Source: an optimization exercise on an open RTL-to-GDS flow (aim: small area). Production flows keep margins and buffers that such runs may drop. Only simulation tests tie the RTL to the original design; equivalence was not proved.

==> inputs of 11-03 <==
Design priority_queue_top, start of the top module:
module priority_queue_top (
    input  logic                  clk,
    input  logic                  reset,
    input  logic                  insert,
    input  logic [32-1:0] insert_data,
    input  logic                  remove,
    output logic                  busy,
    output logic                  full,
    output logic                  empty,
    output logic [32-1:0] data_out,
    output logic                  data_valid
);
==> module value_router, before the edit <==
module value_router (
    input  logic [32-1:0] slot_key,
    input  logic [32-1:0] carry_key,
    input  logic                  compare_en,
    input  logic                  force_swap,
    output logic                  swap
);
    logic lt;
    always_comb begin
        lt = 1'b0;
        for (int i = 0; i < 32; i++) begin
            lt = (slot_key[i] != carry_key[i]) ? carry_key[i] : lt;
        end
    end
    assign swap = force_swap | (compare_en & lt);
endmodule
==> module queue_bram, before the edit <==
module queue_bram (
    input  logic                  clk,
    input  logic                  load,
    input  logic [32-1:0] load_data,
    input  logic                  swap,
    output logic [32-1:0] head,
    output logic [32-1:0] carry
);
    localparam int RING = 16 - 1;
    logic [32-1:0] ring [RING];
    assign head = ring[0];
    always_ff @(posedge clk) begin
        for (int i = 0; i < RING - 1; i++) ring[i] <= ring[i+1];
        ring[RING-1] <= swap ? carry : ring[0];
    end
    logic sel_load, sel_swap, sel_hold;
    assign sel_load = load;
    assign sel_swap = swap & ~load;
    assign sel_hold = ~(swap | load);
    always_ff @(posedge clk) begin
        carry <= ({32{sel_load}} & load_data)
               | ({32{sel_swap}} & ring[0])
               | ({32{sel_hold}} & carry);
    end
endmodule
==> module queue_controller, before the edit <==
module queue_controller (
    input  logic       clk,
    input  logic       reset,
    input  logic       insert,
    input  logic       remove,
    output logic       load,
    output logic       compare_en,
    output logic       force_swap,
    output logic       busy,
    output logic       full,
    output logic       empty,
    output logic       data_valid
);
    localparam logic [3:0] LAST = 4'(16 - 2);
    pq_pkg::ctrl_state_t state;
    logic                run;
    logic [3:0]          ofs;
    logic [4:0]          cnt;
    logic idle, acc_rem, active, at_cnt, done, take;
    assign idle    = (state == pq_pkg::IDLE);
    assign full    = cnt[4];
    assign empty   = (cnt == '0);
    assign busy    = !idle;
    assign load    = idle && insert && !full;
    assign acc_rem = idle && remove && !empty;
    assign active     = (state == pq_pkg::INS) && (run || ofs == '0);
    assign at_cnt     = (ofs == cnt[3:0]);
    assign done       = active && (at_cnt || ofs == LAST);
    assign compare_en = active;
    assign force_swap = (active && at_cnt) || (data_valid && full);
    assign take       = data_valid;
    always_ff @(posedge clk) begin
        if (reset) begin
            state      <= pq_pkg::IDLE;
            run        <= 1'b0;
            ofs        <= '0;
            cnt        <= '0;
            data_valid <= 1'b0;
        end else begin
            run        <= active && !done;
            data_valid <= (acc_rem || (state == pq_pkg::REM && !data_valid)) && ofs == LAST;
            if (!take) ofs <= (ofs == LAST) ? '0 : ofs + 1'b1;
            case (state)
                pq_pkg::IDLE: begin
                    if (load)         state <= pq_pkg::INS;
                    else if (acc_rem) state <= pq_pkg::REM;
                end
                pq_pkg::INS: if (done) begin
                    state <= pq_pkg::IDLE;
                    cnt   <= cnt + 1'b1;
                end
                pq_pkg::REM: if (take) begin
                    state <= pq_pkg::IDLE;
                    cnt   <= cnt - 1'b1;
                end
                default: state <= pq_pkg::IDLE;
            endcase
        end
    end
endmodule
==> module priority_queue_top, before the edit <==
module priority_queue_top (
    input  logic                  clk,
    input  logic                  reset,
    input  logic                  insert,
    input  logic [32-1:0] insert_data,
    input  logic                  remove,
    output logic                  busy,
    output logic                  full,
    output logic                  empty,
    output logic [32-1:0] data_out,
    output logic                  data_valid
);
    logic                  load;
    logic                  compare_en;
    logic                  force_swap;
    logic                  swap;
    logic [32-1:0] head;
    logic [32-1:0] carry;
    queue_controller u_ctrl (
        .clk        (clk),
        .reset      (reset),
        .insert     (insert),
        .remove     (remove),
        .load       (load),
        .compare_en (compare_en),
        .force_swap (force_swap),
        .busy       (busy),
        .full       (full),
        .empty      (empty),
        .data_valid (data_valid)
    );
    value_router u_router (
        .slot_key   (head),
        .carry_key  (carry),
        .compare_en (compare_en),
        .force_swap (force_swap),
        .swap       (swap)
    );
    queue_bram u_bram (
        .clk       (clk),
        .load      (load),
        .load_data (insert_data),
        .swap      (swap),
        .head      (head),
        .carry     (carry)
    );
    assign data_out = head;
endmodule
==> flow/config.mk <==
export PLATFORM = sky130hd
export DESIGN_NAME = priority_queue_top
export DESIGN_NICKNAME = priority_queue_top
export VERILOG_FILES = /design/flow/design.v
export SDC_FILE = /design/flow/constraint.sdc
export NUM_CORES = 4
export LEC_CHECK = 0
export CAP_MARGIN = 20
export CORE_MARGIN = 2
export CORE_UTILIZATION = 70
export PLACE_DENSITY = 0.8
export SLEW_MARGIN = 20
==> flow/constraint.sdc <==
create_clock -name core_clock -period 6.0 [get_ports {clk}]
set_input_delay 1.2000 -clock core_clock [delete_from_list [all_inputs] [get_ports {clk}]]
set_output_delay 1.2000 -clock core_clock [all_outputs]
set_load 0.01 [all_outputs]
standard.sh (not shown) runs the stock make flow with config.mk's settings and CLKGATE_MAP_FILE= SYNTH_SCRIPT=/design/flow/synth_recipe.tcl, a recipe that flattens the netlist after the stock synthesis.
==> flow/flow/run.sh <==
#!/bin/bash
# Standard layout with three changes: the port buffers use the smallest
# buffer cell, the clock tree uses clkbuf_8 leaves without dummy loads, and
# cells with slack to spare are sized down after placement.
set -euo pipefail
here=$(pwd)
export BUFFER_PORTS_ARGS="-buffer_cell sky130_fd_sc_hd__buf_1"
export CTS_ARGS="-sink_clustering_enable -repair_clock_nets -sink_clustering_size 18 -sink_clustering_max_diameter 40 -buf_list sky130_fd_sc_hd__clkbuf_8 -dont_use_dummy_load"
export POST_RESIZE_TCL="$here/flow/downsize.tcl"
bash standard.sh > standard.log 2>&1
==> flow/flow/downsize.tcl <==
# Size down cells that have slack to spare
log_cmd repair_timing -recover_power 100
==> 01-19: changes against 11-03 <==
==> flow/design.v (replaced) <==
package pq_pkg;
    typedef enum logic [1:0] {
        IDLE = 2'b00,
        INS  = 2'b01,
        REM  = 2'b10
    } ctrl_state_t;
endpackage
`timescale 1ns/100ps
module value_router (
    input  logic [32-1:0] slot_key,
    input  logic [32-1:0] carry_n,
    input  logic                  compare_en,
    input  logic                  force_swap,
    output logic                  swap
);
    localparam int HALF = 32 / 2;
    logic ge_lo, ge_hi0, ge_hi1, ge;
    always_comb begin
        ge_lo  = 1'b1;
        ge_hi0 = 1'b0;
        ge_hi1 = 1'b1;
        for (int i = 0; i < HALF; i++) begin
            ge_lo = (slot_key[i] & carry_n[i]) | (ge_lo & (slot_key[i] | carry_n[i]));
        end
        for (int i = HALF; i < 32; i++) begin
            ge_hi0 = (slot_key[i] & carry_n[i]) | (ge_hi0 & (slot_key[i] | carry_n[i]));
            ge_hi1 = (slot_key[i] & carry_n[i]) | (ge_hi1 & (slot_key[i] | carry_n[i]));
        end
        ge = ge_lo ? ge_hi1 : ge_hi0;
    end
    assign swap = force_swap | (compare_en & ~ge);
endmodule
`timescale 1ns/100ps
module queue_bram (
    input  logic                  clk,
    input  logic                  load,
    input  logic [32-1:0] load_data,
    input  logic                  swap,
    output logic [32-1:0] head,
    output logic [32-1:0] carry_n
);
    localparam int RING = 16 - 1;
    logic [32-1:0] ring [RING];
    logic [32-1:0] carry;
    assign head  = ring[0];
    assign carry = ~carry_n;
    always_ff @(posedge clk) begin
        for (int i = 0; i < RING - 1; i++) ring[i] <= ring[i+1];
        ring[RING-1] <= swap ? carry : ring[0];
    end
    logic sel_load, sel_swap, sel_hold;
    assign sel_load = load;
    assign sel_swap = swap & ~load;
    assign sel_hold = ~(swap | load);
    always_ff @(posedge clk) begin
        carry_n <= ~(({32{sel_load}} & load_data)
                   | ({32{sel_swap}} & ring[0])
                   | ({32{sel_hold}} & carry));
    end
endmodule
`timescale 1ns/100ps
module queue_controller (
    input  logic       clk,
    input  logic       reset,
    input  logic       insert,
    input  logic       remove,
    output logic       load,
    output logic       compare_en,
    output logic       force_swap,
    output logic       busy,
    output logic       full,
    output logic       empty,
    output logic       data_valid
);
    localparam logic [3:0] S0   = 4'b0001;
    localparam logic [3:0] S14  = 4'b1000;
    localparam logic [3:0] ZERO = 4'b0000;
    logic       st_ins;
    logic       st_alt;
    logic [3:0] ofs;
    logic [3:0] cnt;
    logic       cnt_full;
    logic idle, ins_wait, ins_run, rem;
    logic acc_rem, at_head, at_last, at_cnt, active, done;
    logic cnt_last, cnt_zero;
    assign idle     = !st_ins && !st_alt;
    assign ins_wait = st_ins && !st_alt;
    assign ins_run  = st_ins && st_alt;
    assign rem      = !st_ins && st_alt;
    assign full     = cnt_full;
    assign empty    = (cnt == S0);
    assign busy     = !idle;
    assign at_head  = (ofs == S0);
    assign at_last  = (ofs == S14);
    assign at_cnt   = (ofs == cnt);
    assign cnt_last = (cnt == S14);
    assign cnt_zero = (cnt == ZERO);
    assign load     = idle && insert && !full;
    assign acc_rem  = idle && remove && !empty;
    assign data_valid = rem && at_head;
    assign active     = ins_run || (ins_wait && at_head);
    assign done       = active && (at_cnt || at_last);
    assign compare_en = active;
    assign force_swap = (active && at_cnt) || (data_valid && full);
    always_ff @(posedge clk) begin
        if (reset) begin
            st_ins   <= 1'b0;
            st_alt   <= 1'b0;
            ofs      <= S0;
            cnt      <= S0;
            cnt_full <= 1'b0;
        end else begin
            st_ins <= load || (st_ins && !done);
            st_alt <= acc_rem || (rem && !data_valid) || (active && !done);
            ofs <= data_valid ? S0 : {ofs[2:0], ofs[3] ^ ofs[2]};
            if (done) begin
                cnt <= {cnt[2:0], (cnt[3] ^ cnt[2]) && !cnt_last};
                if (cnt_zero) cnt_full <= 1'b1;
            end else if (data_valid) begin
                if (cnt_full) cnt_full <= 1'b0;
                else          cnt <= {(cnt[0] ^ cnt[3]) || cnt_zero, cnt[3:1]};
            end
        end
    end
endmodule
`timescale 1ns/100ps
module priority_queue_top (
    input  logic                  clk,
    input  logic                  reset,
    input  logic                  insert,
    input  logic [32-1:0] insert_data,
    input  logic                  remove,
    output logic                  busy,
    output logic                  full,
    output logic                  empty,
    output logic [32-1:0] data_out,
    output logic                  data_valid
);
    logic                  load;
    logic                  compare_en;
    logic                  force_swap;
    logic                  swap;
    logic [32-1:0] head;
    logic [32-1:0] carry_n;
    queue_controller u_ctrl (
        .clk        (clk),
        .reset      (reset),
        .insert     (insert),
        .remove     (remove),
        .load       (load),
        .compare_en (compare_en),
        .force_swap (force_swap),
        .busy       (busy),
        .full       (full),
        .empty      (empty),
        .data_valid (data_valid)
    );
    value_router u_router (
        .slot_key   (head),
        .carry_n    (carry_n),
        .compare_en (compare_en),
        .force_swap (force_swap),
        .swap       (swap)
    );
    queue_bram u_bram (
        .clk       (clk),
        .load      (load),
        .load_data (insert_data),
        .swap      (swap),
        .head      (head),
        .carry_n   (carry_n)
    );
    assign data_out = head;
endmodule
==> flow/flow/run.sh (replaced) <==
#!/bin/bash
# Standard layout with four changes: synthesis maps the logic with an
# area-oriented ABC script, the port buffers use the smallest buffer cell,
# the clock tree uses small clkbuf_4 leaves without dummy loads, and cells
# with slack to spare are sized down after placement.
set -euo pipefail
here=$(pwd)
# ORFS scripts as shipped, but with ABC's mapping script replaced
cp -r "$FLOW_HOME/scripts" "$here/orfs_scripts"
cp "$here/flow/abc_area.script" "$here/orfs_scripts/abc_speed.script"
export SCRIPTS_DIR="$here/orfs_scripts"
export BUFFER_PORTS_ARGS="-buffer_cell sky130_fd_sc_hd__buf_1"
export CTS_ARGS="-sink_clustering_enable -repair_clock_nets -sink_clustering_size 12 -sink_clustering_max_diameter 40 -buf_list sky130_fd_sc_hd__clkbuf_4 -dont_use_dummy_load"
export POST_RESIZE_TCL="$here/flow/downsize.tcl"
bash standard.sh > standard.log 2>&1
==> flow/flow/abc_area.script (new file) <==
strash
dc2
&get -n
&dch -f
&nf -a -R 1000
&put
topo
stime -c
==> results_dict.tcl <==
set metrics [dict create \
    synth_top_area_share 0.8878 \
    synth-seq-cells 523 \
    arrival_ps 5570 \
    first_pass_iters 5 \
    synth_compound_area_frac 0.06875 \
    rr_worst_depth 28 \
    status "no timing/DRC/antenna violations" \
    place_hpwl_um 10840 \
]
-- figures above: 01-19

==> results_dict.tcl <==
set metrics [dict create \
    status "no timing/DRC/antenna violations" \
    place_hpwl_um 11710 \
    synth_top_area_share 0.8294 \
    rr_worst_depth 10 \
    first_pass_iters 4 \
    synth_compound_area_frac 0.05115 \
]
-- figures above: 11-03

==> what the ideal ports hide <==
In the flow no input, the clock included, has a driving cell. The finished layouts below were timed again as built, in two steps. Step 1: set_driving_cell puts a clkbuf_16 on clk and a buf_2 on each other input, an assumption about the parent block. Step 2 also shifts input and output timing later by t, the mid clock arrival at the registers, as if the neighbouring blocks saw the same clock. Slacks: ideal / step 1 / step 2; pairs: ideal / step 1.
run	shift t [ns]	slack for setup (ns)	hold slack, ns	worst setup path after step 2	worst slew at a driven data input, ns
11-03	0.572	2.628 / 2.628 / 2.628	0.284 / 0.284 / 0.284	register to register	0.04
01-19	0.680	0.960 / 0.960 / 0.960	0.304 / 0.304 / 0.304	register to register	0.04
After both steps setup and hold are still met in every run listed.
